Background: an optimization exercise with open tools, aiming at small area, a short achievable clock period and few clock cycles per item. Do not read the settings as production practice. The RTL was checked by simulation tests, not by an equivalence proof against the original design.

`design/flow/flow/run.sh`:
```
#!/bin/bash
# The standard ORFS layout (standard.sh), with two changes to how it is made:
#  - the port buffers are sky130_fd_sc_hd__buf_2 cells (buffer_ports' -buffer_cell);
#  - the flow's own repair_timing steps (after CTS and after global routing) are
#    asked for a larger setup slack margin, so that they size and buffer the
#    design for a shorter period than the constraint's. The SDC is unchanged.
# The full make output goes to make_finish.log; ORFS keeps each step's log under orfs/logs.
set -euo pipefail
export BUFFER_PORTS_ARGS="-buffer_cell sky130_fd_sc_hd__buf_2"
export SETUP_SLACK_MARGIN=12.5
bash standard.sh finish > make_finish.log 2>&1
```
`design/flow/standard.sh`:
```
#!/bin/bash
# synth_recipe.tcl (not shown) runs the flow's synth.tcl, then flattens the netlist and writes it again
# the make line also repeats each setting of config.mk as NAME=value (left out here)
make -C /OpenROAD-flow-scripts/flow DESIGN_CONFIG=/design/flow/config.mk WORK_HOME=/design/flow/orfs CLKGATE_MAP_FILE= SYNTH_SCRIPT=/design/flow/synth_recipe.tcl "${@:-finish}"
```
`design/flow/config.mk`:
```
export PLATFORM = sky130hd
export DESIGN_NAME = proof_emul
export DESIGN_NICKNAME = proof_emul
export VERILOG_FILES = /design/flow/design.v
export SDC_FILE = /design/flow/constraint.sdc
export NUM_CORES = 4
export LEC_CHECK = 0
export CAP_MARGIN = 20
export CORE_MARGIN = 2
export CORE_UTILIZATION = 40
export SLEW_MARGIN = 20
```
`design/flow/constraint.sdc`:
```
create_clock -name core_clock -period 17.5 [get_ports {clk_i}]
set_input_delay 3.5000 -clock core_clock [delete_from_list [all_inputs] [get_ports {clk_i}]]
set_output_delay 3.5000 -clock core_clock [all_outputs]
set_load 0.01 [all_outputs]
```
`design/flow/design.v`:
```
module proof_emul #(
  parameter int BMAX = 256
) (
  input  logic            clk_i,
  input  logic            arst_ni,
  input  logic            istr_i,
  input  logic [BMAX-1:0] modp_i,
  input  logic [BMAX-1:0] opa_i,
  input  logic [BMAX-1:0] opb_i,
  output logic            busy_o,
  output logic            vlid_o,
  output logic            ierr_o,
  output logic [BMAX-1:0] prod_o
);
  localparam int W = 261;     
  logic [255:0] p_r, a_r;
  logic [259:0] b_r;          
  logic [W-1:0] ss_r, sc_r;
  localparam int NS = 4;
  localparam int SW = 15;
  localparam int S_G16 = 0, S_G1 = 1, S_ROT = 2,
                 S_DA1 = 3, S_DA2 = 4, S_DAN = 5, S_QA1 = 6, S_QA2 = 7, S_QAN = 8,
                 S_DB1 = 9, S_DB2 = 10, S_DBN = 11, S_QB1 = 12, S_QB2 = 13, S_QBN = 14;
  logic [SW-1:0] sel_n;           
  logic [SW-1:0] sel_q [NS];      
  logic [SW-1:0] sel_c [NS];      
  logic [SW-1:0] sel0;            
  logic       busy_r, vlid_r;
  logic       m_norm, m_loop, m_res, m_rot;
  logic       first_r, cor_r;
  logic [6:0] j_r;                 
  logic [6:0] ka_r;                
  logic [5:0] sh_r;                
  logic [5:0] rc_r;                
  logic [W-1:0] vg16, vg1, vda1, vda2, vdan, vqa1, vqa2, vqan, vdb1, vdb2, vdbn, vqb1, vqb2, vqbn;
  always_comb begin
    for (int i = 0; i < W; i++) begin
      vg16[i] = sel_c[i*NS/W][S_G16];
      vg1[i]  = sel_c[i*NS/W][S_G1];
      vda1[i] = sel_c[i*NS/W][S_DA1];
      vda2[i] = sel_c[i*NS/W][S_DA2];
      vdan[i] = sel_c[i*NS/W][S_DAN];
      vqa1[i] = sel_c[i*NS/W][S_QA1];
      vqa2[i] = sel_c[i*NS/W][S_QA2];
      vqan[i] = sel_c[i*NS/W][S_QAN];
      vdb1[i] = sel_c[i*NS/W][S_DB1];
      vdb2[i] = sel_c[i*NS/W][S_DB2];
      vdbn[i] = sel_c[i*NS/W][S_DBN];
      vqb1[i] = sel_c[i*NS/W][S_QB1];
      vqb2[i] = sel_c[i*NS/W][S_QB2];
      vqbn[i] = sel_c[i*NS/W][S_QBN];
    end
  end
  logic [W-1:0] a1, a2, pw1, pw2;    
  assign a1  = {5'b0, a_r};
  assign a2  = {4'b0, a_r, 1'b0};
  assign pw1 = {1'b0, p_r, 4'b0};
  assign pw2 = {p_r, 5'b0};
  logic [W-1:0] zda, zdb, mpa, mpb;    
  logic [W-1:0] o1, o2, o3, o4, o5, o6;
  logic [W-1:0] s1, c1, s2, c2, s3, c3, s4, c4;
  always_comb begin
    zda = ((a1 & vda1) | (a2 & vda2)) ^ vdan;
    zdb = ((a1 & vdb1) | (a2 & vdb2)) ^ vdbn;
    mpa = ((pw1 & vqa1) | (pw2 & vqa2)) ^ vqan;
    mpb = ((pw1 & vqb1) | (pw2 & vqb2)) ^ vqbn;
    o1 = ({ss_r[W-5:0], 4'b0} & vg16) | (ss_r & vg1);
    o2 = ({sc_r[W-5:0], 4'b0} & vg16) | (sc_r & vg1);
    o1[0] = o1[0] | vdbn[0];
    o2[0] = o2[0] | vqbn[0];
    o1[2] = o1[2] | vdan[0];
    o2[2] = o2[2] | vqan[0];
    o3 = {zda[W-3:0], 2'b0};
    o4 = zdb;
    if (sel_c[0][S_ROT]) o4[7:4] = ss_r[259:256];
    o5 = {mpa[W-3:0], 2'b0};
    o6 = mpb;
    s1 = o1 ^ o2 ^ o3;
    c1 = (o1 & o2) | (o1 & o3) | (o2 & o3);
    s2 = s1 ^ {c1[W-2:0], 1'b0} ^ o4;
    c2 = (s1 & {c1[W-2:0], 1'b0}) | (s1 & o4) | ({c1[W-2:0], 1'b0} & o4);
    s3 = s2 ^ {c2[W-2:0], 1'b0} ^ o5;
    c3 = (s2 & {c2[W-2:0], 1'b0}) | (s2 & o5) | ({c2[W-2:0], 1'b0} & o5);
    s4 = s3 ^ {c3[W-2:0], 1'b0} ^ o6;
    c4 = (s3 & {c3[W-2:0], 1'b0}) | (s3 & o6) | ({c3[W-2:0], 1'b0} & o6);
  end
  always_ff @(posedge clk_i) begin
    ss_r <= s4;
    sc_r <= {c4[W-2:0], 1'b0};
  end
  function automatic logic [2:0] booth(input logic [2:0] w);
    booth[0] = w[1] ^ w[0];
    booth[1] = (w[2] & ~w[1] & ~w[0]) | (~w[2] & w[1] & w[0]);
    booth[2] = w[2] & ~(w[1] & w[0]);
  endfunction
  logic [2:0] bdc, bdd;
  assign bdc = m_loop ? booth(b_r[255:253]) : 3'b000;
  assign bdd = m_loop ? booth(b_r[253:251]) : 3'b000;
  function automatic logic [17:0] wda(input logic [255:0] a, input logic [2:0] bd,
                                      input int lo);
    logic [17:0] w;
    for (int k = 0; k < 18; k++) begin
      int i;
      i = lo + k;
      w[k] = (((i <= 255) ? a[i] : 1'b0) & bd[0]) |
             (((i >= 1 && i <= 256) ? a[i-1] : 1'b0) & bd[1]);
      w[k] = w[k] ^ bd[2];
    end
    wda = w;
  endfunction
  function automatic logic [17:0] wmp(input logic [255:0] p, input logic s1q, input logic s2q,
                                      input logic nq, input int lo);
    logic [17:0] w;
    for (int k = 0; k < 18; k++) begin
      int i;
      i = lo + k;
      w[k] = (((i >= 4 && i <= 259) ? p[i-4] : 1'b0) & s1q) |
             (((i >= 5 && i <= 260) ? p[i-5] : 1'b0) & s2q);
      w[k] = w[k] ^ nq;
    end
    wmp = w;
  endfunction
  logic [17:0] e1, e2, e3, e4, e5, e6, e7;
  assign e1 = first_r ? '0 : ss_r[256:239];
  assign e2 = first_r ? '0 : sc_r[256:239];
  assign e3 = wda(a_r, {sel0[S_DAN], sel0[S_DA2], sel0[S_DA1]}, 241);
  assign e4 = wmp(p_r, sel0[S_QA1], sel0[S_QA2], sel0[S_QAN], 241);
  assign e5 = wda(a_r, {sel0[S_DBN], sel0[S_DB2], sel0[S_DB1]}, 243);
  assign e6 = wmp(p_r, sel0[S_QB1], sel0[S_QB2], sel0[S_QBN], 243);
  assign e7 = wda(a_r, bdc, 245);
  function automatic logic [17:0] csa_s(input logic [17:0] x, input logic [17:0] y,
                                        input logic [17:0] z);
    csa_s = x ^ y ^ z;
  endfunction
  function automatic logic [17:0] csa_c(input logic [17:0] x, input logic [17:0] y,
                                        input logic [17:0] z);
    csa_c = ((x & y) | (x & z) | (y & z)) << 1;
  endfunction
  logic [17:0] t1s, t1c, t2s, t2c, t3s, t3c, t4s, t4c, xc, yc;
  always_comb begin
    t1s = csa_s(e1, e2, e3);
    t1c = csa_c(e1, e2, e3);
    t2s = csa_s(e4, e5, e6);
    t2c = csa_c(e4, e5, e6);
    t3s = csa_s(t1s, t1c, t2s);
    t3c = csa_c(t1s, t1c, t2s);
    t4s = csa_s(t3s, t3c, t2c);
    t4c = csa_c(t3s, t3c, t2c);
    xc  = csa_s(t4s, t4c, e7);
    yc  = csa_c(t4s, t4c, e7);
  end
  function automatic logic sgn3_19(input logic [18:0] x, input logic [18:0] y,
                                   input logic [18:0] k);
    logic [18:0] s, c, g, p, gn, pn;
    s = x ^ y ^ k;
    c = ((x & y) | (x & k) | (y & k)) << 1;
    g = s & c;
    p = s ^ c;
    for (int d = 1; d < 19; d = d * 2) begin
      gn = g;
      pn = p;
      for (int i = d; i < 19; i++) begin
        gn[i] = g[i] | (p[i] & g[i-d]);
        pn[i] = p[i] & p[i-d];
      end
      g = gn;
      p = pn;
    end
    sgn3_19 = s[18] ^ c[18] ^ g[17];
  endfunction
  function automatic logic sgn3_17(input logic [16:0] x, input logic [16:0] y,
                                   input logic [16:0] k);
    logic [16:0] s, c, g, p, gn, pn;
    s = x ^ y ^ k;
    c = ((x & y) | (x & k) | (y & k)) << 1;
    g = s & c;
    p = s ^ c;
    for (int d = 1; d < 17; d = d * 2) begin
      gn = g;
      pn = p;
      for (int i = d; i < 17; i++) begin
        gn[i] = g[i] | (p[i] & g[i-d]);
        pn[i] = p[i] & p[i-d];
      end
      g = gn;
      p = pn;
    end
    sgn3_17 = s[16] ^ c[16] ^ g[15];
  endfunction
  logic [18:0] pc1, pc3;
  logic        c_ge3, c_ge1, c_gem1, c_gem3, c_ge3t, c_gem3t;
  logic        c_p2, c_p1, c_z, c_m1, c_m2;
  logic        nqa1, nqa2, nqan;
  assign pc1 = {4'b0, p_r[255:241]};
  assign pc3 = pc1 + {pc1[17:0], 1'b0};
  assign c_ge3  = ~sgn3_19({xc, 1'b0}, {yc, 1'b0}, -pc3);
  assign c_ge1  = ~sgn3_19({xc, 1'b0}, {yc, 1'b0}, -pc1);
  assign c_gem1 = ~sgn3_19({xc, 1'b0}, {yc, 1'b0}, pc1);
  assign c_gem3 = ~sgn3_19({xc, 1'b0}, {yc, 1'b0}, pc3);
  assign c_ge3t  = c_ge3 & c_ge1;
  assign c_gem3t = c_gem3 | c_gem1;
  assign c_p2 = c_ge3t;
  assign c_p1 = c_ge1 & ~c_ge3t;
  assign c_z  = c_gem1 & ~c_ge1;
  assign c_m1 = c_gem3t & ~c_gem1;
  assign c_m2 = ~c_gem3t;
  assign nqa2 = c_p2 | c_m2;
  assign nqa1 = c_p1 | c_m1;
  assign nqan = c_ge1;
  logic [15:0] zdd;
  logic [16:0] pd1, pd3;
  logic [16:0] w1s [4], w1c [4], w2s [4], w2c [4];
  logic [16:0] kq;                  
  logic [16:0] pk1, pk2;
  logic        d_ge3, d_ge1, d_gem1, d_gem3, d_ge3t, d_gem3t;
  logic        nqb1, nqb2, nqbn;
  logic [3:0]  d_sg;
  assign zdd = wda(a_r, bdd, 247);
  assign pd1 = {4'b0, p_r[255:243]};
  assign pd3 = pd1 + {pd1[15:0], 1'b0};
  assign pk1 = {1'b0, p_r[255:241], 1'b0};
  assign pk2 = {p_r[255:241], 2'b0};
  assign kq  = ((pk1 & {17{c_p1 | c_m1}}) | (pk2 & {17{c_p2 | c_m2}})) ^ {17{c_ge1}};
  always_comb begin
    for (int c = 0; c < 4; c++) begin
      logic [16:0] kc;
      case (c)
        0: kc = -pd3;
        1: kc = -pd1;
        2: kc = pd1;
        default: kc = pd3;
      endcase
      w1s[c] = {xc[15:0], 1'b0} ^ {yc[15:0], 1'b0} ^ {zdd, 1'b0};
      w1c[c] = (({xc[15:0], 1'b0} & {yc[15:0], 1'b0}) | ({xc[15:0], 1'b0} & {zdd, 1'b0}) |
                ({yc[15:0], 1'b0} & {zdd, 1'b0})) << 1;
      w2s[c] = w1s[c] ^ w1c[c] ^ kc;
      w2c[c] = ((w1s[c] & w1c[c]) | (w1s[c] & kc) | (w1c[c] & kc)) << 1;
      d_sg[c] = sgn3_17(w2s[c], w2c[c], kq);
    end
  end
  assign d_ge3  = ~d_sg[0];
  assign d_ge1  = ~d_sg[1];
  assign d_gem1 = ~d_sg[2];
  assign d_gem3 = ~d_sg[3];
  assign d_ge3t  = d_ge3 & d_ge1;
  assign d_gem3t = d_gem3 | d_gem1;
  assign nqb2 = d_ge3t | ~d_gem3t;
  assign nqb1 = (d_ge1 & ~d_ge3t) | (d_gem3t & ~d_gem1);
  assign nqbn = d_ge1;
  always_ff @(posedge clk_i) begin
    if (istr_i) begin
      p_r <= modp_i;
      a_r <= opa_i;
    end else if (m_norm) begin
      p_r <= p_r << 4;
    end
    b_r <= istr_i ? {4'b0000, opb_i} : (b_r << 4);
  end
  logic last_clk, zero_now, neg_now, norm_done, p_top;
  assign last_clk  = (j_r == 7'd65);
  assign zero_now  = (c2[W-2:0] == '0);
  assign neg_now   = s2[W-1];
  assign norm_done = (p_r[251:248] != 4'b0000) || (sh_r == 6'd62);
  assign p_top     = (modp_i[255:252] != 4'b0000);
  assign sel0      = sel_c[0];
  always_comb begin
    sel_n = sel0;
    if (istr_i) begin
      sel_n = '0;
      sel_n[S_DB1] = p_top & opb_i[255];
    end else begin
      if (m_norm && norm_done) begin
        {sel_n[S_DAN], sel_n[S_DA2], sel_n[S_DA1]} = booth(b_r[255:253]);
        {sel_n[S_DBN], sel_n[S_DB2], sel_n[S_DB1]} = booth(b_r[253:251]);
      end
      if (m_loop) begin
        if (last_clk) begin
          sel_n = '0;
          sel_n[S_G1] = 1'b1;
          sel_n[S_QB1] = ~c_gem1;
        end else begin
          sel_n[S_G16] = 1'b1;
          sel_n[S_G1]  = 1'b0;
          {sel_n[S_DAN], sel_n[S_DA2], sel_n[S_DA1]} = bdc;
          {sel_n[S_DBN], sel_n[S_DB2], sel_n[S_DB1]} = bdd;
          sel_n[S_QA1] = nqa1;
          sel_n[S_QA2] = nqa2;
          sel_n[S_QAN] = nqan;
          sel_n[S_QB1] = nqb1;
          sel_n[S_QB2] = nqb2;
          sel_n[S_QBN] = nqbn;
        end
      end
      if (m_res) begin
        if (sel0[S_QB1]) begin
          sel_n[S_QB1] = 1'b0;
        end else if (zero_now) begin
          if (neg_now && !cor_r) begin
            sel_n[S_QB1] = 1'b1;
          end else if (sh_r != 6'd0) begin
            sel_n[S_G16] = 1'b1;
            sel_n[S_G1]  = 1'b0;
            sel_n[S_ROT] = 1'b1;
          end
        end
      end
      if (m_rot && rc_r == 6'd0) begin
        sel_n[S_G16] = 1'b0;
        sel_n[S_G1]  = 1'b1;
        sel_n[S_ROT] = 1'b0;
      end
    end
  end
  for (genvar k = 0; k < NS; k++) begin : g_sel
    localparam logic [SW-1:0] POL = (k % 2 == 1) ? '1 : '0;
    if (k / 2 == 0) begin : g_r0
      always_ff @(posedge clk_i or negedge arst_ni) begin
        if (!arst_ni) sel_q[k] <= POL ^ (SW'(1) << S_G1);
        else          sel_q[k] <= sel_n ^ POL;
      end
    end else begin : g_r1
      always_ff @(posedge clk_i or negedge arst_ni) begin
        if (!arst_ni) sel_q[k] <= ~(POL ^ (SW'(1) << S_G1));
        else          sel_q[k] <= sel_n ^ POL;
      end
    end
    assign sel_c[k] = sel_q[k] ^ POL;
  end
  always_ff @(posedge clk_i or negedge arst_ni) begin
    if (!arst_ni) begin
      busy_r  <= 1'b0;
      vlid_r  <= 1'b0;
      m_norm  <= 1'b0;
      m_loop  <= 1'b0;
      m_res   <= 1'b0;
      m_rot   <= 1'b0;
      first_r <= 1'b0;
      cor_r   <= 1'b0;
      j_r     <= '0;
      ka_r    <= '0;
      sh_r    <= '0;
      rc_r    <= '0;
    end else if (istr_i) begin
      busy_r  <= 1'b1;
      vlid_r  <= 1'b0;
      m_norm  <= ~p_top;
      m_loop  <= p_top;
      m_res   <= 1'b0;
      m_rot   <= 1'b0;
      first_r <= 1'b1;
      cor_r   <= 1'b0;
      j_r     <= '0;
      ka_r    <= '0;
      sh_r    <= '0;
      rc_r    <= '0;
    end else begin
      vlid_r <= 1'b0;
      if (m_norm) begin
        sh_r <= sh_r + 6'd1;
        ka_r <= ka_r + 7'd1;
        if (norm_done) begin
          m_norm <= 1'b0;
          m_loop <= 1'b1;
        end
      end
      if (m_loop) begin
        first_r <= 1'b0;
        j_r     <= j_r + 7'd1;
        ka_r    <= ka_r + 7'd1;
        if (last_clk) begin
          m_loop <= 1'b0;
          m_res  <= 1'b1;
          cor_r  <= ~c_gem1;
        end
      end
      if (m_res) begin
        if (!sel0[S_QB1] && zero_now) begin
          if (neg_now && !cor_r) begin
            cor_r <= 1'b1;
          end else begin
            m_res <= 1'b0;
            if (sh_r == 6'd0) begin
              busy_r <= 1'b0;
              vlid_r <= 1'b1;
            end else begin
              m_rot <= 1'b1;
              rc_r  <= 6'd63 - sh_r;
            end
          end
        end
      end
      if (m_rot) begin
        rc_r <= rc_r - 6'd1;
        if (rc_r == 6'd0) begin
          m_rot  <= 1'b0;
          busy_r <= 1'b0;
          vlid_r <= 1'b1;
        end
      end
    end
  end
  assign busy_o = busy_r;
  assign vlid_o = vlid_r;
  assign prod_o = ss_r[259:4];
  logic       pev_r, aovf_r, bovf_r, adec_r, age_r, bdec_r, bge_r;
  logic [3:0] pn, an, bn;
  logic       cmp_on;
  assign pn = p_r[8'd255 - {j_r[5:0], 2'b00} -: 4];
  assign an = ka_r[6] ? 4'b0000 : a_r[8'd255 - {ka_r[5:0], 2'b00} -: 4];
  assign bn = b_r[255:252];
  assign cmp_on = m_loop & ~j_r[6];
  always_ff @(posedge clk_i) begin
    if (istr_i) begin
      pev_r  <= ~modp_i[0];
      aovf_r <= 1'b0;
      bovf_r <= 1'b0;
      adec_r <= 1'b0;
      age_r  <= 1'b1;
      bdec_r <= 1'b0;
      bge_r  <= 1'b1;
    end else begin
      if (m_norm) begin
        aovf_r <= aovf_r | (an != 4'b0000);
        bovf_r <= bovf_r | (b_r[259:256] != 4'b0000);
      end
      if (m_loop && first_r) bovf_r <= bovf_r | (b_r[259:256] != 4'b0000);
      if (cmp_on) begin
        if (!adec_r && (an != pn)) begin
          adec_r <= 1'b1;
          age_r  <= (an > pn);
        end
        if (!bdec_r && (bn != pn)) begin
          bdec_r <= 1'b1;
          bge_r  <= (bn > pn);
        end
      end
    end
  end
  assign ierr_o = vlid_r & (pev_r | aovf_r | bovf_r | age_r | bge_r);
endmodule
```
==> results of run 1 <==
-- state kept, by name, indices dropped and copies added (netlist names), 6 cells and up --
| name | cells |
|---|---|
| j_r | 7 |
| p_r | 256 |
| ss_r | 261 |
| sel_q | 57 |
| sh_r | 6 |
| rc_r | 6 |
| a_r | 256 |
| b_r | 260 |
| sc_r | 260 |
| ka_r | 7 |
-- final cells by class --
type	count	share of cell area
Multi-Input combinational cell	6001	0.533
Sequential cell	1391	0.275
Timing Repair Buffer	1341	0.0732
Clock buffer	215	0.0372
Tap cell	3533	0.0357
Inverter	1062	0.0330
Clock inverter	100	0.0122
Antenna cell	45	0.000910
-- metal layers --
metal,up-vias,wire [um],GRT usage
met5,-,313,0
met4,48,36600,0.224
met3,1124,49400,0.0935
met2,5181,193000,0.479
met1,41900,168000,0.412
li1,33500,-,-
-- Yosys cell counts, drive strengths merged, types with 46 or more instances --
cell / number / share of area
dfrtp: 63 / 0.015
a21oi: 75 / 0.0036
mux2: 377 / 0.040
inv: 1056 / 0.037
o21ai: 173 / 0.0082
nand4: 96 / 0.0056
a22oi: 1128 / 0.080
mux4: 164 / 0.035
edfxtp: 513 / 0.14
fa: 1265 / 0.24
nor2: 121 / 0.0043
o22ai: 508 / 0.030
xnor2: 638 / 0.053
xor2: 640 / 0.053
ha: 213 / 0.025
a21o: 46 / 0.0032
nand2: 221 / 0.0078
buf: 409 / 0.024
clkbuf: 494 / 0.017
dfxtp: 787 / 0.15
-- what timing repair did --
item,CTS,global route
resized for setup,701,73
buffers inserted,167,20
endpoints found under the setup margin,952,183
gates cloned,18,4
pin swaps,158,65
-- worst reg2reg max path, delay by kind of cell (launching register included) --
family | cells | cell delay, ps
compound gates | 17 | 3850
xor+xnor | 4 | 710
fa+ha+maj | 8 | 3470
buf+inv | 4 | 530
flops | 1 | 560
mux | 1 | 70
simple gates | 2 | 300
-- final timing paths --
| check | start | end | slack [ps] | depth (start not counted) |
|---|---|---|---|---|
| worst max-delay path | sel_q[0][12] | sel_q[3][12] | 7910 | 36 |
| worst min-delay path | b_r[55] | b_r[59] | 410 | 1 |
| worst max register to register | sel_q[0][12] | sel_q[3][12] | 7910 | 36 |
| worst min register to register | b_r[55] | b_r[59] | 410 | 1 |
| max in group asynchronous | arst_ni | ka_r[0] | 13600 | 2 |
| min in group asynchronous | arst_ni | m_res | 2630 | 1 |
-- logic make-up after synthesis --
family	count (synthesis)	share of synthesized area
AOI/OAI and AO/OA	2044	0.133
xor gates and xnor gates	1281	0.106
adders and majority gates	1478	0.263
buffers and inverters	1965	0.0784
DFF	1391	0.314
muxes	553	0.0756
and+or+nand+nor	642	0.0297
-- cell usage in the layout (no fill, tap or decap), types with 164 or more instances in the layout --
master     instances
fa_1            1218
a22oi_1         1077
inv_1           1027
buf_2            956
xor2_1           631
xnor2_1          609
dfxtp_1          566
edfxtp_1         513
o22ai_1          508
mux2_2           377
buf_4            248
nand2_1          217
ha_1             200
dfxtp_2          178
clkbuf_16        172
mux4_2           164
-- stage by stage --
stage,setup slack [ps],area (um^2)
2_1_floorplan,8440,107000
3_3_place_gp,6510,113000
3_5_place_dp,6410,113000
4_1_cts,7980,123000
5_1_grt,7610,124000
6_report,7910,124000
==> run_summary.xml, run 1 <==
<?xml version="1.0" encoding="UTF-8"?>
<metrics>
  <group name="synth">
    <metric name="total_standard_cell_area_after_synthesis" unit="mm^2">0.107</metric>
    <metric name="synthDistinctLibCells" unit="">86</metric>
    <metric name="synth_enable_flop_cells" unit="">513</metric>
    <metric name="synth.net_count" unit="">11600</metric>
    <metric name="synth_area_per_cell" unit="um^2">11.4</metric>
    <metric name="post_synthesis_async_set_or_reset_flop_share" unit="">0.0654</metric>
    <metric name="ys_seq_elements" unit="">1391</metric>
    <metric name="ys_seq_area_frac" unit="">0.314</metric>
    <metric name="yosys_warnings" unit="">7</metric>
    <metric name="syn-instance-count" unit="">9354</metric>
    <metric name="synth_flop_cell" unit="">dfxtp_1</metric>
  </group>
  <group name="setup_path">
    <metric name="critical-path-top-delay-family" unit="">compound AO/OA/AOI/OAI gates</metric>
    <metric name="cp_common_cell" unit="">fa_1</metric>
    <metric name="cp_max_fo" unit="">6</metric>
    <metric name="crit_path_max_incr_delay" unit="ps">560</metric>
    <metric name="timing.critical_path.from_type" unit="">flip-flop</metric>
    <metric name="critPathKind" unit="">flip-flop to flip-flop</metric>
    <metric name="worstPathBufferInverterCount" unit="">4</metric>
    <metric name="capturing_element_type_of_the_critical_path" unit="">flip-flop</metric>
    <metric name="critical_path.slowest_cell" unit="">dfrtp_4</metric>
    <metric name="worstPathRequired" unit="ps">18190</metric>
    <metric name="cp_data_arrival_time" unit="ps">10290</metric>
  </group>
  <group name="cts">
    <metric name="clkLatencyLatePin" unit="ps">910</metric>
    <metric name="cts.sink_count" unit="">1391</metric>
    <metric name="holdBufCountCts" unit="">0</metric>
    <metric name="clk_pin_slew" unit="ps">60</metric>
    <metric name="cts.path.max_buffers" unit="">3</metric>
    <metric name="cts-root-buf" unit="">clkbuf_16</metric>
    <metric name="tritoncts" unit="">yes</metric>
    <metric name="htreeDepth" unit="">4</metric>
    <metric name="cts_made_buffers" unit="">167</metric>
  </group>
  <group name="floorplanning">
    <metric name="initial_core_util" unit="">0.402</metric>
    <metric name="design.portCount" unit="">1030</metric>
    <metric name="core.rowCount" unit="">189</metric>
    <metric name="die_area" unit="mm^2">0.271</metric>
    <metric name="die_width" unit="um">520</metric>
    <metric name="core-area" unit="mm^2">0.265</metric>
    <metric name="chipHeight" unit="um">520</metric>
  </group>
  <group name="sta">
    <metric name="maxSlewViolCount" unit="">0</metric>
    <metric name="final.setup.tns" unit="ps">0</metric>
    <metric name="timing_hold_violations_final" unit="">0</metric>
    <metric name="fin_crit" unit="ps">9590</metric>
    <metric name="grt_setup_unrepaired" unit="">yes</metric>
    <metric name="finalSetupViolations" unit="">0</metric>
    <metric name="clock-skew-final" unit="ps">91.5</metric>
    <metric name="fmax" unit="MHz">104</metric>
    <metric name="slew_headroom" unit="">0.221</metric>
    <metric name="post-route-period-util" unit="">0.548</metric>
    <metric name="tightestPinTransition" unit="ps">1170</metric>
    <metric name="worst_hold_slack" unit="ps">414</metric>
  </group>
  <group name="grt">
    <metric name="number_of_antenna_violations_at_the_first_check_in_global_routing" unit="">81</metric>
    <metric name="gr-usage-all-layers" unit="">0.325</metric>
    <metric name="first_global_vias" unit="">84000</metric>
    <metric name="overflow" unit="">0</metric>
    <metric name="grt_first_pass_wirelength" unit="um">627000</metric>
    <metric name="grt_start_max_net_pins" unit="">147</metric>
  </group>
  <group name="final_layout">
    <metric name="layoutNonFillerInstCount" unit="">13700</metric>
    <metric name="multiInputGateArea" unit="mm^2">0.0660</metric>
    <metric name="area_growth" unit="%">16.2</metric>
    <metric name="final_util" unit="">0.467</metric>
    <metric name="drive_gt1_frac" unit="">0.269</metric>
    <metric name="register_cell_area_after_layout" unit="mm^2">0.0340</metric>
    <metric name="fin_nets" unit="">12200</metric>
    <metric name="fillers" unit="">24300</metric>
  </group>
  <group name="outcome">
    <metric name="status" unit="">finished clean</metric>
  </group>
  <group name="detailed_routing">
    <metric name="num_vias" unit="">81800</metric>
    <metric name="ant_nets" unit="">0</metric>
    <metric name="totalWireLength" unit="um">448000</metric>
    <metric name="drcViolationCount" unit="">0</metric>
    <metric name="drt_first_pass_iters" unit="">6</metric>
    <metric name="route.detailed.vias_per_inst" unit="">5.97</metric>
    <metric name="post_drt_wl_per_cell" unit="um">32.7</metric>
    <metric name="detailed_router_s_first_iteration_violation_count" unit="">9865</metric>
  </group>
  <group name="flow_run">
    <metric name="cap_violations" unit="">0</metric>
  </group>
  <group name="placed_design">
    <metric name="portBuffers" unit="">1029</metric>
    <metric name="dp_hpwl" unit="um">344000</metric>
    <metric name="place.detailed.instances" unit="">13100</metric>
    <metric name="place.gp.congestion" unit="">0.985</metric>
  </group>
  <group name="min_path">
    <metric name="hold_path.class" unit="">flip-flop to flip-flop</metric>
  </group>
</metrics>
Testbench counts, summed over its fixed seeds: cycles 13,550, items 192.
==> run 2, diff against run 1 <==
--- a/design/flow/design.v
+++ b/design/flow/design.v
@@ -14,7 +14,8 @@
 );
   localparam int W = 261;     
   logic [255:0] p_r, a_r;
-  logic [259:0] b_r;          
+  logic [263:0] b_r;          
+  localparam int TB = 239;
   logic [W-1:0] ss_r, sc_r;
   localparam int NS = 4;
   localparam int SW = 15;
@@ -32,6 +33,23 @@
   logic [6:0] ka_r;                
   logic [5:0] sh_r;                
   logic [5:0] rc_r;                
+  function automatic logic [21:0] ksadd(input logic [21:0] x, input logic [21:0] y);
+    logic [21:0] g, p, gn, pn, p0;
+    g  = x & y;
+    p  = x ^ y;
+    p0 = p;
+    for (int d = 1; d < 22; d = d * 2) begin
+      gn = g;
+      pn = p;
+      for (int i = d; i < 22; i++) begin
+        gn[i] = g[i] | (p[i] & g[i-d]);
+        pn[i] = p[i] & p[i-d];
+      end
+      g = gn;
+      p = pn;
+    end
+    ksadd = p0 ^ {g[20:0], 1'b0};
+  endfunction
   logic [W-1:0] vg16, vg1, vda1, vda2, vdan, vqa1, vqa2, vqan, vdb1, vdb2, vdbn, vqb1, vqb2, vqbn;
   always_comb begin
     for (int i = 0; i < W; i++) begin
@@ -84,18 +102,24 @@
     s4 = s3 ^ {c3[W-2:0], 1'b0} ^ o6;
     c4 = (s3 & {c3[W-2:0], 1'b0}) | (s3 & o6) | ({c3[W-2:0], 1'b0} & o6);
   end
+  logic [W-1:0] c4s;
+  logic [W-1:TB] top_n;
+  assign c4s   = {c4[W-2:0], 1'b0};
+  assign top_n = ksadd(s4[W-1:TB], c4s[W-1:TB]);
   always_ff @(posedge clk_i) begin
-    ss_r <= s4;
-    sc_r <= {c4[W-2:0], 1'b0};
+    ss_r <= {top_n, s4[TB-1:0]};
+    sc_r <= {{(W-TB){1'b0}}, c4s[TB-1:0]};
   end
   function automatic logic [2:0] booth(input logic [2:0] w);
     booth[0] = w[1] ^ w[0];
     booth[1] = (w[2] & ~w[1] & ~w[0]) | (~w[2] & w[1] & w[0]);
     booth[2] = w[2] & ~(w[1] & w[0]);
   endfunction
-  logic [2:0] bdc, bdd;
-  assign bdc = m_loop ? booth(b_r[255:253]) : 3'b000;
-  assign bdd = m_loop ? booth(b_r[253:251]) : 3'b000;
+  logic [2:0] bdc, bdd, bde, bdf;
+  assign bdc = booth(b_r[259:257]);
+  assign bdd = booth(b_r[257:255]);
+  assign bde = booth(b_r[255:253]);
+  assign bdf = booth(b_r[253:251]);
   function automatic logic [17:0] wda(input logic [255:0] a, input logic [2:0] bd,
                                       input int lo);
     logic [17:0] w;
@@ -120,14 +144,30 @@
     end
     wmp = w;
   endfunction
-  logic [17:0] e1, e2, e3, e4, e5, e6, e7;
+  logic [17:0] wdc_n, wdc_r;
+  logic [15:0] wdd_n, wdd_r;
+  logic [17:0] f3, f5, f7;
+  assign f3 = wda(a_r, bdc, 241);
+  assign f5 = wda(a_r, bdd, 243);
+  assign f7 = wda(a_r, bde, 245);
+  logic [17:0] fs, fc;
+  assign fs = f3 ^ f5 ^ f7;
+  assign fc = ((f3 & f5) | (f3 & f7) | (f5 & f7)) << 1;
+  assign wdc_n = 18'(ksadd({4'b0, fs}, {4'b0, fc}));
+  assign wdd_n = 16'(wda(a_r, bdf, 247));
+  always_ff @(posedge clk_i) begin
+    if (istr_i) begin
+      wdc_r <= '0;
+      wdd_r <= opb_i[255] ? {7'b0, opa_i[255:247]} : '0;
+    end else begin
+      wdc_r <= wdc_n;
+      wdd_r <= wdd_n;
+    end
+  end
+  logic [17:0] e1, e4, e6;
   assign e1 = first_r ? '0 : ss_r[256:239];
-  assign e2 = first_r ? '0 : sc_r[256:239];
-  assign e3 = wda(a_r, {sel0[S_DAN], sel0[S_DA2], sel0[S_DA1]}, 241);
   assign e4 = wmp(p_r, sel0[S_QA1], sel0[S_QA2], sel0[S_QAN], 241);
-  assign e5 = wda(a_r, {sel0[S_DBN], sel0[S_DB2], sel0[S_DB1]}, 243);
   assign e6 = wmp(p_r, sel0[S_QB1], sel0[S_QB2], sel0[S_QBN], 243);
-  assign e7 = wda(a_r, bdc, 245);
   function automatic logic [17:0] csa_s(input logic [17:0] x, input logic [17:0] y,
                                         input logic [17:0] z);
     csa_s = x ^ y ^ z;
@@ -136,18 +176,12 @@
                                         input logic [17:0] z);
     csa_c = ((x & y) | (x & z) | (y & z)) << 1;
   endfunction
-  logic [17:0] t1s, t1c, t2s, t2c, t3s, t3c, t4s, t4c, xc, yc;
+  logic [17:0] t1s, t1c, xc, yc;
   always_comb begin
-    t1s = csa_s(e1, e2, e3);
-    t1c = csa_c(e1, e2, e3);
-    t2s = csa_s(e4, e5, e6);
-    t2c = csa_c(e4, e5, e6);
-    t3s = csa_s(t1s, t1c, t2s);
-    t3c = csa_c(t1s, t1c, t2s);
-    t4s = csa_s(t3s, t3c, t2c);
-    t4c = csa_c(t3s, t3c, t2c);
-    xc  = csa_s(t4s, t4c, e7);
-    yc  = csa_c(t4s, t4c, e7);
+    t1s = csa_s(e1, e4, e6);
+    t1c = csa_c(e1, e4, e6);
+    xc  = csa_s(t1s, t1c, wdc_r);
+    yc  = csa_c(t1s, t1c, wdc_r);
   end
   function automatic logic sgn3_19(input logic [18:0] x, input logic [18:0] y,
                                    input logic [18:0] k);
@@ -192,9 +226,12 @@
   logic        c_p2, c_p1, c_z, c_m1, c_m2;
   logic        nqa1, nqa2, nqan;
   assign pc1 = {4'b0, p_r[255:241]};
-  assign pc3 = pc1 + {pc1[17:0], 1'b0};
-  assign c_ge3  = ~sgn3_19({xc, 1'b0}, {yc, 1'b0}, -pc3);
-  assign c_ge1  = ~sgn3_19({xc, 1'b0}, {yc, 1'b0}, -pc1);
+  assign pc3 = 19'(ksadd({3'b0, pc1}, {2'b0, pc1, 1'b0}));
+  logic [18:0] npc1, npc3;          
+  assign npc1 = 19'(ksadd({3'b0, ~pc1}, 22'd1));
+  assign npc3 = 19'(ksadd({3'b0, ~pc3}, 22'd1));
+  assign c_ge3  = ~sgn3_19({xc, 1'b0}, {yc, 1'b0}, npc3);
+  assign c_ge1  = ~sgn3_19({xc, 1'b0}, {yc, 1'b0}, npc1);
   assign c_gem1 = ~sgn3_19({xc, 1'b0}, {yc, 1'b0}, pc1);
   assign c_gem3 = ~sgn3_19({xc, 1'b0}, {yc, 1'b0}, pc3);
   assign c_ge3t  = c_ge3 & c_ge1;
@@ -215,9 +252,12 @@
   logic        d_ge3, d_ge1, d_gem1, d_gem3, d_ge3t, d_gem3t;
   logic        nqb1, nqb2, nqbn;
   logic [3:0]  d_sg;
-  assign zdd = wda(a_r, bdd, 247);
+  assign zdd = wdd_r;
   assign pd1 = {4'b0, p_r[255:243]};
-  assign pd3 = pd1 + {pd1[15:0], 1'b0};
+  assign pd3 = 17'(ksadd({5'b0, pd1}, {4'b0, pd1, 1'b0}));
+  logic [16:0] npd1, npd3;          
+  assign npd1 = 17'(ksadd({5'b0, ~pd1}, 22'd1));
+  assign npd3 = 17'(ksadd({5'b0, ~pd3}, 22'd1));
   assign pk1 = {1'b0, p_r[255:241], 1'b0};
   assign pk2 = {p_r[255:241], 2'b0};
   assign kq  = ((pk1 & {17{c_p1 | c_m1}}) | (pk2 & {17{c_p2 | c_m2}})) ^ {17{c_ge1}};
@@ -225,8 +265,8 @@
     for (int c = 0; c < 4; c++) begin
       logic [16:0] kc;
       case (c)
-        0: kc = -pd3;
-        1: kc = -pd1;
+        0: kc = npd3;
+        1: kc = npd1;
         2: kc = pd1;
         default: kc = pd3;
       endcase
@@ -254,10 +294,10 @@
     end else if (m_norm) begin
       p_r <= p_r << 4;
     end
-    b_r <= istr_i ? {4'b0000, opb_i} : (b_r << 4);
+    b_r <= istr_i ? {8'b0, opb_i} : (b_r << 4);
   end
   logic last_clk, zero_now, neg_now, norm_done, p_top;
-  assign last_clk  = (j_r == 7'd65);
+  assign last_clk  = (j_r == 7'd66);
   assign zero_now  = (c2[W-2:0] == '0);
   assign neg_now   = s2[W-1];
   assign norm_done = (p_r[251:248] != 4'b0000) || (sh_r == 6'd62);
@@ -267,11 +307,10 @@
     sel_n = sel0;
     if (istr_i) begin
       sel_n = '0;
-      sel_n[S_DB1] = p_top & opb_i[255];
     end else begin
       if (m_norm && norm_done) begin
-        {sel_n[S_DAN], sel_n[S_DA2], sel_n[S_DA1]} = booth(b_r[255:253]);
-        {sel_n[S_DBN], sel_n[S_DB2], sel_n[S_DB1]} = booth(b_r[253:251]);
+        {sel_n[S_DAN], sel_n[S_DA2], sel_n[S_DA1]} = bdc;
+        {sel_n[S_DBN], sel_n[S_DB2], sel_n[S_DB1]} = bdd;
       end
       if (m_loop) begin
         if (last_clk) begin
@@ -436,5 +475,11 @@
       end
     end
   end
-  assign ierr_o = vlid_r & (pev_r | aovf_r | bovf_r | age_r | bge_r);
+  logic ierr_r, vlid_n;
+  assign vlid_n = ~istr_i & ((m_res & ~sel0[S_QB1] & zero_now & ~(neg_now & ~cor_r) &
+                             (sh_r == 6'd0)) | (m_rot & (rc_r == 6'd0)));
+  always_ff @(posedge clk_i) begin
+    ierr_r <= vlid_n & (pev_r | aovf_r | bovf_r | age_r | bge_r);
+  end
+  assign ierr_o = ierr_r;
 endmodule
==> run_summary.xml, run 2 <==
<?xml version="1.0" encoding="UTF-8"?>
<metrics>
  <group name="final_layout">
    <metric name="max_flop_register" unit="">ss_r</metric>
    <metric name="drive_gt1_frac" unit="">0.271</metric>
    <metric name="layout_common_cells" unit="">fa_1 (1184), inv_1 (1165), a22oi_1 (1055), buf_2 (950), xor2_1 (634)</metric>
    <metric name="flip_flop_count_of_the_largest_register_after_layout" unit="">261</metric>
    <metric name="final_common_cell" unit="">fa_1</metric>
    <metric name="fillers" unit="">24500</metric>
    <metric name="area_growth" unit="%">17.2</metric>
    <metric name="final_util" unit="">0.472</metric>
    <metric name="register_cell_area_after_layout" unit="mm^2">0.0342</metric>
    <metric name="layoutNonFillerInstCount" unit="">14100</metric>
    <metric name="largestRegisters" unit="">ss_r x261, b_r x260</metric>
    <metric name="fin_nets" unit="">12600</metric>
    <metric name="multiInputGateArea" unit="mm^2">0.0676</metric>
  </group>
  <group name="cts">
    <metric name="clk_pin_slew" unit="ps">60</metric>
    <metric name="cts_made_buffers" unit="">175</metric>
    <metric name="clkLatencyLatePin" unit="ps">890</metric>
    <metric name="cts.sink_count" unit="">1399</metric>
    <metric name="cts.path.max_buffers" unit="">4</metric>
    <metric name="holdBufCountCts" unit="">0</metric>
    <metric name="tritoncts" unit="">yes</metric>
    <metric name="cts-root-buf" unit="">clkbuf_16</metric>
    <metric name="htreeDepth" unit="">4</metric>
  </group>
  <group name="synth">
    <metric name="synth_area_per_cell" unit="um^2">11.2</metric>
    <metric name="synth.net_count" unit="">11900</metric>
    <metric name="synth_enable_flop_cells" unit="">513</metric>
    <metric name="synth_flop_cell" unit="">dfxtp_1</metric>
    <metric name="synth_compound_gate_area_share" unit="">0.134</metric>
    <metric name="ys_seq_area_frac" unit="">0.311</metric>
    <metric name="share_of_cell_area_taken_by_muxes_after_synthesis" unit="">0.0746</metric>
    <metric name="synth_top_cell_area_share" unit="">0.227</metric>
    <metric name="synthDistinctLibCells" unit="">90</metric>
    <metric name="yosys_warnings" unit="">7</metric>
    <metric name="post_synth_fa_ha_maj_area_fraction" unit="">0.258</metric>
    <metric name="synthSimpleGateAreaFrac" unit="">0.0345</metric>
    <metric name="synth_most_common_cell" unit="">fa_1</metric>
    <metric name="synth_area_leader_cell" unit="">fa_1</metric>
    <metric name="post_synth_xor_xnor_area" unit="">0.106</metric>
    <metric name="synth.top_cells.by_count" unit="">fa_1 (1228), inv_1 (1190), a22oi_1 (1077)</metric>
    <metric name="total_standard_cell_area_after_synthesis" unit="mm^2">0.108</metric>
    <metric name="dominant_combinational_cell_family_by_area_after_synthesis" unit="">adder cells</metric>
    <metric name="post_synthesis_async_set_or_reset_flop_share" unit="">0.0650</metric>
    <metric name="syn-instance-count" unit="">9676</metric>
    <metric name="synth_area_leaders" unit="">fa_1 (23%), dfxtp_1 (15%), edfxtp_1 (14%)</metric>
    <metric name="ys_seq_elements" unit="">1399</metric>
  </group>
  <group name="sta">
    <metric name="clock-skew-final" unit="ps">87.1</metric>
    <metric name="timing.final.ws_setup" unit="ps">8330</metric>
    <metric name="worst_hold_slack" unit="ps">450</metric>
    <metric name="final.setup.tns" unit="ps">0</metric>
    <metric name="tightestPinTransition" unit="ps">1190</metric>
    <metric name="fin_crit" unit="ps">9170</metric>
    <metric name="slew_headroom" unit="">0.204</metric>
    <metric name="timing_hold_violations_final" unit="">0</metric>
    <metric name="fmax" unit="MHz">109</metric>
    <metric name="grt_setup_unrepaired" unit="">yes</metric>
    <metric name="finalSetupViolations" unit="">0</metric>
    <metric name="maxSlewViolCount" unit="">0</metric>
    <metric name="post-route-period-util" unit="">0.524</metric>
  </group>
  <group name="setup_path">
    <metric name="crit_path_max_incr_delay" unit="ps">520</metric>
    <metric name="worstPathRequired" unit="ps">18250</metric>
    <metric name="capture_point_of_the_worst_path" unit="">sel_q[1][13]</metric>
    <metric name="crit-reg2reg-capture" unit="">sel_q[1][13]</metric>
    <metric name="crit_start" unit="">p_r[243]</metric>
    <metric name="capturing_element_type_of_the_critical_path" unit="">flip-flop</metric>
    <metric name="cp_max_fo" unit="">7</metric>
    <metric name="critPathKind" unit="">flip-flop to flip-flop</metric>
    <metric name="reg2reg_setup_slack" unit="ps">8330</metric>
    <metric name="critical_path.slowest_cell" unit="">fa_1</metric>
    <metric name="cp_common_cell" unit="">a21o_1</metric>
    <metric name="ff2ff_path_depth" unit="">38</metric>
    <metric name="timing.critical_path.from_type" unit="">flip-flop</metric>
    <metric name="cp_data_arrival_time" unit="ps">9910</metric>
    <metric name="startpoint_of_the_worst_slack_reg_to_reg_timing_path" unit="">p_r[243]</metric>
  </group>
  <group name="placed_design">
    <metric name="dp_hpwl" unit="um">352000</metric>
    <metric name="place.detailed.instances" unit="">13500</metric>
    <metric name="portBuffers" unit="">1029</metric>
    <metric name="place.gp.congestion" unit="">0.966</metric>
    <metric name="preCtsSetupSlack" unit="ps">5940</metric>
  </group>
  <group name="detailed_routing">
    <metric name="post_drt_wl_per_cell" unit="um">32.5</metric>
    <metric name="drcViolationCount" unit="">0</metric>
    <metric name="totalWireLength" unit="um">458000</metric>
    <metric name="ant_nets" unit="">0</metric>
    <metric name="drt_first_pass_iters" unit="">6</metric>
    <metric name="route.detailed.vias_per_inst" unit="">5.91</metric>
    <metric name="num_vias" unit="">83300</metric>
    <metric name="detailed_router_s_first_iteration_violation_count" unit="">9219</metric>
  </group>
  <group name="floorplanning">
    <metric name="die_width" unit="um">524</metric>
    <metric name="chipHeight" unit="um">524</metric>
    <metric name="core-area" unit="mm^2">0.268</metric>
    <metric name="die_area" unit="mm^2">0.275</metric>
    <metric name="initial_core_util" unit="">0.403</metric>
    <metric name="design.portCount" unit="">1030</metric>
    <metric name="core.rowCount" unit="">190</metric>
  </group>
  <group name="flow_run">
    <metric name="cap_violations" unit="">0</metric>
  </group>
  <group name="grt">
    <metric name="overflow" unit="">0</metric>
    <metric name="first_global_vias" unit="">84000</metric>
    <metric name="gr-usage-all-layers" unit="">0.327</metric>
    <metric name="grt_first_pass_wirelength" unit="um">638000</metric>
    <metric name="number_of_antenna_violations_at_the_first_check_in_global_routing" unit="">104</metric>
    <metric name="grt_start_max_net_pins" unit="">158</metric>
  </group>
  <group name="outcome">
    <metric name="status" unit="">finished clean</metric>
  </group>
  <group name="min_path">
    <metric name="hold_path.class" unit="">flip-flop to flip-flop</metric>
  </group>
</metrics>
[run 2: cell types whose count changed after synthesis, sizes merged, moves of 20 or more]
cell | previous run | this run
fa | 1265 | 1228
clkbuf | 494 | 472
a22oi | 1128 | 1083
ha | 213 | 263
nor2 | 121 | 151
o21ai | 173 | 207
inv | 1056 | 1194
nand2 | 221 | 241
[run 2: metal layers]
metal | GRT usage | wire length (um)
met2 | 0.503 | 205000
met5 | 0 | 526
met4 | 0.166 | 28500
met1 | 0.425 | 177000
met3 | 0.0836 | 47500
[run 2: timing repair]
item,in CTS,in global routing
setup endpoints to repair,934,220
pin swaps,123,94
buffers inserted,182,59
gates resized for setup,805,151
cloned,20,5
[run 2: logic make-up after synthesis]
group | count (synthesis)
buffers and inverters | 2100
adders and majority gates | 1491
DFF | 1399
muxes | 549
xor gates and xnor gates | 1290
and+or+nand+nor | 755
AOI/OAI and AO/OA | 2092
[run 2: stage by stage]
step | area, um^2
floorplan | 109000
global placement | 115000
detailed placement | 115000
CTS | 125000
global route | 127000
finish | 127000
[run 2: area by class of cell]
cell class | count | area share
flip-flops and latches | 1399 | 0.270
inverters | 1201 | 0.0364
repair buffers | 1400 | 0.0772
diodes | 42 | 0.000829
well taps | 3552 | 0.0351
repair inverters | 2 | 0.000138
clock buffers | 250 | 0.0406
clock inverters | 70 | 0.00697
multi-input cells | 6178 | 0.533
[run 2: worst max-delay path, delay by kind of cell, from the launching register on]
kind,cells,cell delay [ps]
compound gates,16,3150
xor+xnor,3,550
fa+ha+maj,5,1880
buf+inv,5,800
flops,1,370
simple gates,9,2270
[run 2: how the worst min path moves through the flow]
stage	startpoint	endpoint	slack (ps)	depth (start not counted)
6_report	b_r[10]	b_r[14]	450	1
5_1_grt	b_r[169]	b_r[173]	460	1
4_1_cts	b_r[10]	b_r[14]	450	1
3_5_place_dp	b_r[57]	b_r[61]	440	1
3_3_place_gp	b_r[176]	b_r[180]	440	1
2_1_floorplan	adec_r	adec_r	430	2
Testbench counts of run 2, summed over its fixed seeds: cycles 13,735, items 192.
==> run 3, diff against run 2 <==
--- a/design/flow/design.v
+++ b/design/flow/design.v
@@ -225,15 +225,20 @@
   logic        c_ge3, c_ge1, c_gem1, c_gem3, c_ge3t, c_gem3t;
   logic        c_p2, c_p1, c_z, c_m1, c_m2;
   logic        nqa1, nqa2, nqan;
+  logic [18:0] npc1, npc3, pc3_r, npc1_r, npc3_r;   
   assign pc1 = {4'b0, p_r[255:241]};
   assign pc3 = 19'(ksadd({3'b0, pc1}, {2'b0, pc1, 1'b0}));
-  logic [18:0] npc1, npc3;          
   assign npc1 = 19'(ksadd({3'b0, ~pc1}, 22'd1));
   assign npc3 = 19'(ksadd({3'b0, ~pc3}, 22'd1));
-  assign c_ge3  = ~sgn3_19({xc, 1'b0}, {yc, 1'b0}, npc3);
-  assign c_ge1  = ~sgn3_19({xc, 1'b0}, {yc, 1'b0}, npc1);
+  always_ff @(posedge clk_i) begin
+    pc3_r  <= pc3;
+    npc1_r <= npc1;
+    npc3_r <= npc3;
+  end
+  assign c_ge3  = ~sgn3_19({xc, 1'b0}, {yc, 1'b0}, npc3_r);
+  assign c_ge1  = ~sgn3_19({xc, 1'b0}, {yc, 1'b0}, npc1_r);
   assign c_gem1 = ~sgn3_19({xc, 1'b0}, {yc, 1'b0}, pc1);
-  assign c_gem3 = ~sgn3_19({xc, 1'b0}, {yc, 1'b0}, pc3);
+  assign c_gem3 = ~sgn3_19({xc, 1'b0}, {yc, 1'b0}, pc3_r);
   assign c_ge3t  = c_ge3 & c_ge1;
   assign c_gem3t = c_gem3 | c_gem1;
   assign c_p2 = c_ge3t;
@@ -245,7 +250,7 @@
   assign nqa1 = c_p1 | c_m1;
   assign nqan = c_ge1;
   logic [15:0] zdd;
-  logic [16:0] pd1, pd3;
+  logic [16:0] pd1;
   logic [16:0] w1s [4], w1c [4], w2s [4], w2c [4];
   logic [16:0] kq;                  
   logic [16:0] pk1, pk2;
@@ -254,28 +259,29 @@
   logic [3:0]  d_sg;
   assign zdd = wdd_r;
   assign pd1 = {4'b0, p_r[255:243]};
-  assign pd3 = 17'(ksadd({5'b0, pd1}, {4'b0, pd1, 1'b0}));
-  logic [16:0] npd1, npd3;          
-  assign npd1 = 17'(ksadd({5'b0, ~pd1}, 22'd1));
-  assign npd3 = 17'(ksadd({5'b0, ~pd3}, 22'd1));
+  logic [16:0] pd2;
+  assign pd2 = {pd1[15:0], 1'b0};
   assign pk1 = {1'b0, p_r[255:241], 1'b0};
   assign pk2 = {p_r[255:241], 2'b0};
   assign kq  = ((pk1 & {17{c_p1 | c_m1}}) | (pk2 & {17{c_p2 | c_m2}})) ^ {17{c_ge1}};
+  logic [16:0] w3s [4], w3c [4];
   always_comb begin
     for (int c = 0; c < 4; c++) begin
-      logic [16:0] kc;
+      logic [16:0] k1, k2;
       case (c)
-        0: kc = npd3;
-        1: kc = npd1;
-        2: kc = pd1;
-        default: kc = pd3;
+        0: begin k1 = ~pd1; k2 = ~pd2; end
+        1: begin k1 = ~pd1; k2 = '0;   end
+        2: begin k1 = pd1;  k2 = '0;   end
+        default: begin k1 = pd1; k2 = pd2; end
       endcase
       w1s[c] = {xc[15:0], 1'b0} ^ {yc[15:0], 1'b0} ^ {zdd, 1'b0};
       w1c[c] = (({xc[15:0], 1'b0} & {yc[15:0], 1'b0}) | ({xc[15:0], 1'b0} & {zdd, 1'b0}) |
                 ({yc[15:0], 1'b0} & {zdd, 1'b0})) << 1;
-      w2s[c] = w1s[c] ^ w1c[c] ^ kc;
-      w2c[c] = ((w1s[c] & w1c[c]) | (w1s[c] & kc) | (w1c[c] & kc)) << 1;
-      d_sg[c] = sgn3_17(w2s[c], w2c[c], kq);
+      w2s[c] = w1s[c] ^ w1c[c] ^ k1;
+      w2c[c] = ((w1s[c] & w1c[c]) | (w1s[c] & k1) | (w1c[c] & k1)) << 1;
+      w3s[c] = w2s[c] ^ w2c[c] ^ k2;
+      w3c[c] = ((w2s[c] & w2c[c]) | (w2s[c] & k2) | (w2c[c] & k2)) << 1;
+      d_sg[c] = sgn3_17(w3s[c], w3c[c], kq);
     end
   end
   assign d_ge3  = ~d_sg[0];
@@ -322,12 +328,12 @@
           sel_n[S_G1]  = 1'b0;
           {sel_n[S_DAN], sel_n[S_DA2], sel_n[S_DA1]} = bdc;
           {sel_n[S_DBN], sel_n[S_DB2], sel_n[S_DB1]} = bdd;
-          sel_n[S_QA1] = nqa1;
-          sel_n[S_QA2] = nqa2;
-          sel_n[S_QAN] = nqan;
-          sel_n[S_QB1] = nqb1;
-          sel_n[S_QB2] = nqb2;
-          sel_n[S_QBN] = nqbn;
+          sel_n[S_QA1] = nqa1 & ~first_r;
+          sel_n[S_QA2] = nqa2 & ~first_r;
+          sel_n[S_QAN] = nqan & ~first_r;
+          sel_n[S_QB1] = nqb1 & ~first_r;
+          sel_n[S_QB2] = nqb2 & ~first_r;
+          sel_n[S_QBN] = nqbn & ~first_r;
         end
       end
       if (m_res) begin
==> run_summary.xml, run 3 <==
<?xml version="1.0" encoding="UTF-8"?>
<metrics>
  <group name="sta">
    <metric name="clock-skew-final" unit="ps">58.1</metric>
    <metric name="tightestPinTransition" unit="ps">1190</metric>
    <metric name="post-route-period-util" unit="">0.462</metric>
    <metric name="grt_setup_unrepaired" unit="">yes</metric>
    <metric name="worst_hold_slack" unit="ps">450</metric>
    <metric name="finalSetupViolations" unit="">0</metric>
    <metric name="slew_headroom" unit="">0.206</metric>
    <metric name="fmax" unit="MHz">124</metric>
    <metric name="maxSlewViolCount" unit="">0</metric>
    <metric name="fin_crit" unit="ps">8080</metric>
    <metric name="timing_hold_violations_final" unit="">0</metric>
    <metric name="final.setup.tns" unit="ps">0</metric>
  </group>
  <group name="detailed_routing">
    <metric name="num_vias" unit="">82900</metric>
    <metric name="route.detailed.vias_per_inst" unit="">5.90</metric>
    <metric name="detailed_router_s_first_iteration_violation_count" unit="">9478</metric>
    <metric name="drt_first_pass_iters" unit="">8</metric>
    <metric name="post_drt_wl_per_cell" unit="um">31.6</metric>
    <metric name="totalWireLength" unit="um">445000</metric>
    <metric name="ant_nets" unit="">0</metric>
    <metric name="drcViolationCount" unit="">0</metric>
  </group>
  <group name="floorplanning">
    <metric name="die_area" unit="mm^2">0.275</metric>
    <metric name="core-area" unit="mm^2">0.270</metric>
    <metric name="design.portCount" unit="">1030</metric>
    <metric name="chipHeight" unit="um">525</metric>
    <metric name="core.rowCount" unit="">191</metric>
    <metric name="die_width" unit="um">525</metric>
    <metric name="initial_core_util" unit="">0.402</metric>
  </group>
  <group name="cts">
    <metric name="tritoncts" unit="">yes</metric>
    <metric name="clkLatencyLatePin" unit="ps">900</metric>
    <metric name="holdBufCountCts" unit="">0</metric>
    <metric name="htreeDepth" unit="">4</metric>
    <metric name="cts_made_buffers" unit="">178</metric>
    <metric name="cts.sink_count" unit="">1450</metric>
    <metric name="cts.path.max_buffers" unit="">4</metric>
    <metric name="cts-root-buf" unit="">clkbuf_16</metric>
    <metric name="clk_pin_slew" unit="ps">60</metric>
  </group>
  <group name="grt">
    <metric name="overflow" unit="">0</metric>
    <metric name="gr-usage-all-layers" unit="">0.316</metric>
    <metric name="number_of_antenna_violations_at_the_first_check_in_global_routing" unit="">131</metric>
    <metric name="grt_first_pass_wirelength" unit="um">629000</metric>
    <metric name="grt_start_max_net_pins" unit="">83</metric>
    <metric name="first_global_vias" unit="">85400</metric>
  </group>
  <group name="placed_design">
    <metric name="place.detailed.instances" unit="">13500</metric>
    <metric name="place.gp.congestion" unit="">0.976</metric>
    <metric name="dp_hpwl" unit="um">336000</metric>
    <metric name="portBuffers" unit="">1029</metric>
  </group>
  <group name="min_path">
    <metric name="hold_path.class" unit="">flip-flop to flip-flop</metric>
    <metric name="hold_depth" unit="">1</metric>
  </group>
  <group name="setup_path">
    <metric name="worstPathRequired" unit="ps">18270</metric>
    <metric name="cp_common_cell" unit="">a21o_1</metric>
    <metric name="reg2reg_setup_slack" unit="ps">9420</metric>
    <metric name="critPathKind" unit="">flip-flop to flip-flop</metric>
    <metric name="cp_max_fo" unit="">14</metric>
    <metric name="cp_data_arrival_time" unit="ps">8850</metric>
    <metric name="timing.critical_path.from_type" unit="">flip-flop</metric>
    <metric name="crit_path_max_incr_delay" unit="ps">570</metric>
    <metric name="ff2ff_path_depth" unit="">34</metric>
    <metric name="capturing_element_type_of_the_critical_path" unit="">flip-flop</metric>
    <metric name="critical_path.slowest_cell" unit="">dfrtp_4</metric>
  </group>
  <group name="final_layout">
    <metric name="fillers" unit="">24700</metric>
    <metric name="flip_flop_count_of_the_largest_register_after_layout" unit="">261</metric>
    <metric name="layoutNonFillerInstCount" unit="">14100</metric>
    <metric name="fin_nets" unit="">12600</metric>
    <metric name="max_flop_register" unit="">ss_r</metric>
    <metric name="multiInputGateArea" unit="mm^2">0.0665</metric>
    <metric name="layout_common_cells" unit="">inv_1 (1198), fa_1 (1146), a22oi_1 (1055), buf_2 (937), xor2_1 (662)</metric>
    <metric name="area_growth" unit="%">16.5</metric>
    <metric name="largestRegisters" unit="">ss_r x261, b_r x260</metric>
    <metric name="register_cell_area_after_layout" unit="mm^2">0.0351</metric>
    <metric name="final_common_cell" unit="">inv_1</metric>
    <metric name="drive_gt1_frac" unit="">0.261</metric>
  </group>
  <group name="synth">
    <metric name="syn-instance-count" unit="">9654</metric>
    <metric name="synth_top_cell_area_share" unit="">0.223</metric>
    <metric name="ys_seq_elements" unit="">1450</metric>
    <metric name="synthDistinctLibCells" unit="">78</metric>
    <metric name="synth.net_count" unit="">11900</metric>
    <metric name="total_standard_cell_area_after_synthesis" unit="mm^2">0.109</metric>
    <metric name="synth.top_cells.by_count" unit="">inv_1 (1231), fa_1 (1208), a22oi_1 (1084)</metric>
    <metric name="synth_area_leaders" unit="">fa_1 (22%), dfxtp_1 (16%), edfxtp_1 (14%)</metric>
    <metric name="synth_flop_cell" unit="">dfxtp_1</metric>
    <metric name="ys_seq_area_frac" unit="">0.319</metric>
    <metric name="synth_most_common_cell" unit="">inv_1</metric>
    <metric name="post_synthesis_async_set_or_reset_flop_share" unit="">0.0628</metric>
    <metric name="synth_area_leader_cell" unit="">fa_1</metric>
    <metric name="synth_enable_flop_cells" unit="">513</metric>
    <metric name="synth_area_per_cell" unit="um^2">11.2</metric>
    <metric name="yosys_warnings" unit="">9</metric>
  </group>
  <group name="outcome">
    <metric name="status" unit="">finished clean</metric>
  </group>
  <group name="flow_run">
    <metric name="cap_violations" unit="">0</metric>
  </group>
</metrics>
-- run 3: changes by cell type after synthesis, sizes merged, moves of 35 or more --
cell    change
dfxtp      +51
inv        +42
nand2b     +35
ha         +46
xnor2      -41
nor2       -46
-- run 3: logic make-up after synthesis --
family                   synth area share
adder cells (fa/ha/maj)             0.258
buffers and inverters              0.0828
AND/OR/NAND/NOR                    0.0319
XOR/XNOR                            0.103
flip-flops                          0.319
AO/OA/AOI/OAI                       0.130
multiplexers                       0.0744
-- run 3: stage by stage --
stage | util | setup WS [ps] | cell area, um^2
after floorplan | - | 9910 | 109000
after global placement | 0.426 | 7540 | 115000
after detailed placement | 0.426 | 7340 | 115000
final | 0.468 | 9420 | 126000
after CTS | 0.464 | 9440 | 125000
after global routing | 0.467 | 9160 | 126000
-- run 3: worst paths after layout --
kind                                end        start
max                        sel_q[3][13]  sel_q[0][8]
min                            b_r[232]     b_r[228]
max reg2reg                sel_q[3][13]  sel_q[0][8]
min reg2reg                    b_r[232]     b_r[228]
max in group asynchronous  sel_q[0][14]      arst_ni
min in group asynchronous        busy_r      arst_ni
-- run 3: final cells by class --
| class | instances | share of cell area |
|---|---|---|
| timing repair inverter | 1 | 0.0000693 |
| clock inverter | 99 | 0.00849 |
| clock buffer | 230 | 0.0388 |
| sequential | 1450 | 0.278 |
| timing repair buffer | 1336 | 0.0742 |
| tap | 3570 | 0.0353 |
| multi-input combinational | 6076 | 0.526 |
| antenna | 61 | 0.00121 |
| inverter | 1245 | 0.0378 |
-- run 3: what timing repair did --
item / CTS / global route
pin swaps: 129 / 88
buffers inserted: 133 / 34
setup endpoints to repair: 970 / 259
gates resized for setup: 702 / 124
gates cloned: 30 / 5
-- run 3: worst max-delay path: cells and delay by family, from the launching register on --
| kind | cells | cell delay, ps |
|---|---|---|
| buf+inv | 7 | 820 |
| fa+ha+maj | 5 | 2150 |
| simple gates | 5 | 670 |
| flops | 1 | 570 |
| xor+xnor | 4 | 510 |
| compound gates | 13 | 3230 |
-- run 3: routing by layer --
metal	routed length, um	vias to the layer above	GRT usage
li1	-	34400	-
met1	164000	42100	0.387
met2	198000	5131	0.488
met3	48600	1241	0.0929
met4	34400	86	0.198
met5	551	-	0
Testbench counts of run 3, summed over its fixed seeds: cycles 13,735, items 192.

==> static timing again, ports no longer ideal <==
The flow's constraints put no driver on any port. The routed layouts listed below were extracted and timed again, unchanged, in two steps.
Step 1: set_driving_cell puts a clkbuf_16 on clk_i and a buf_2 on each other input, an assumption about the parent block.
Step 2 adds t to the input delays and takes it off the output delays; t is the mean of the earliest and latest rising clock arrival at the registers after step 1. Input paths then give back, and output paths get back, about the clock's delay inside the block.
Three values: ideal, step 1, step 2; two values: the first two.
run	shift t [ns]	setup WS [ns]	latest minus earliest clock arrival (ns)
run 1	0.962	7.908 / 7.908 / 7.908	0.112 / 0.112
run 2	0.945	8.334 / 8.334 / 8.334	0.088 / 0.088
run 3	0.971	9.416 / 9.416 / 9.416	0.062 / 0.062
After both steps every run listed still meets setup and hold.
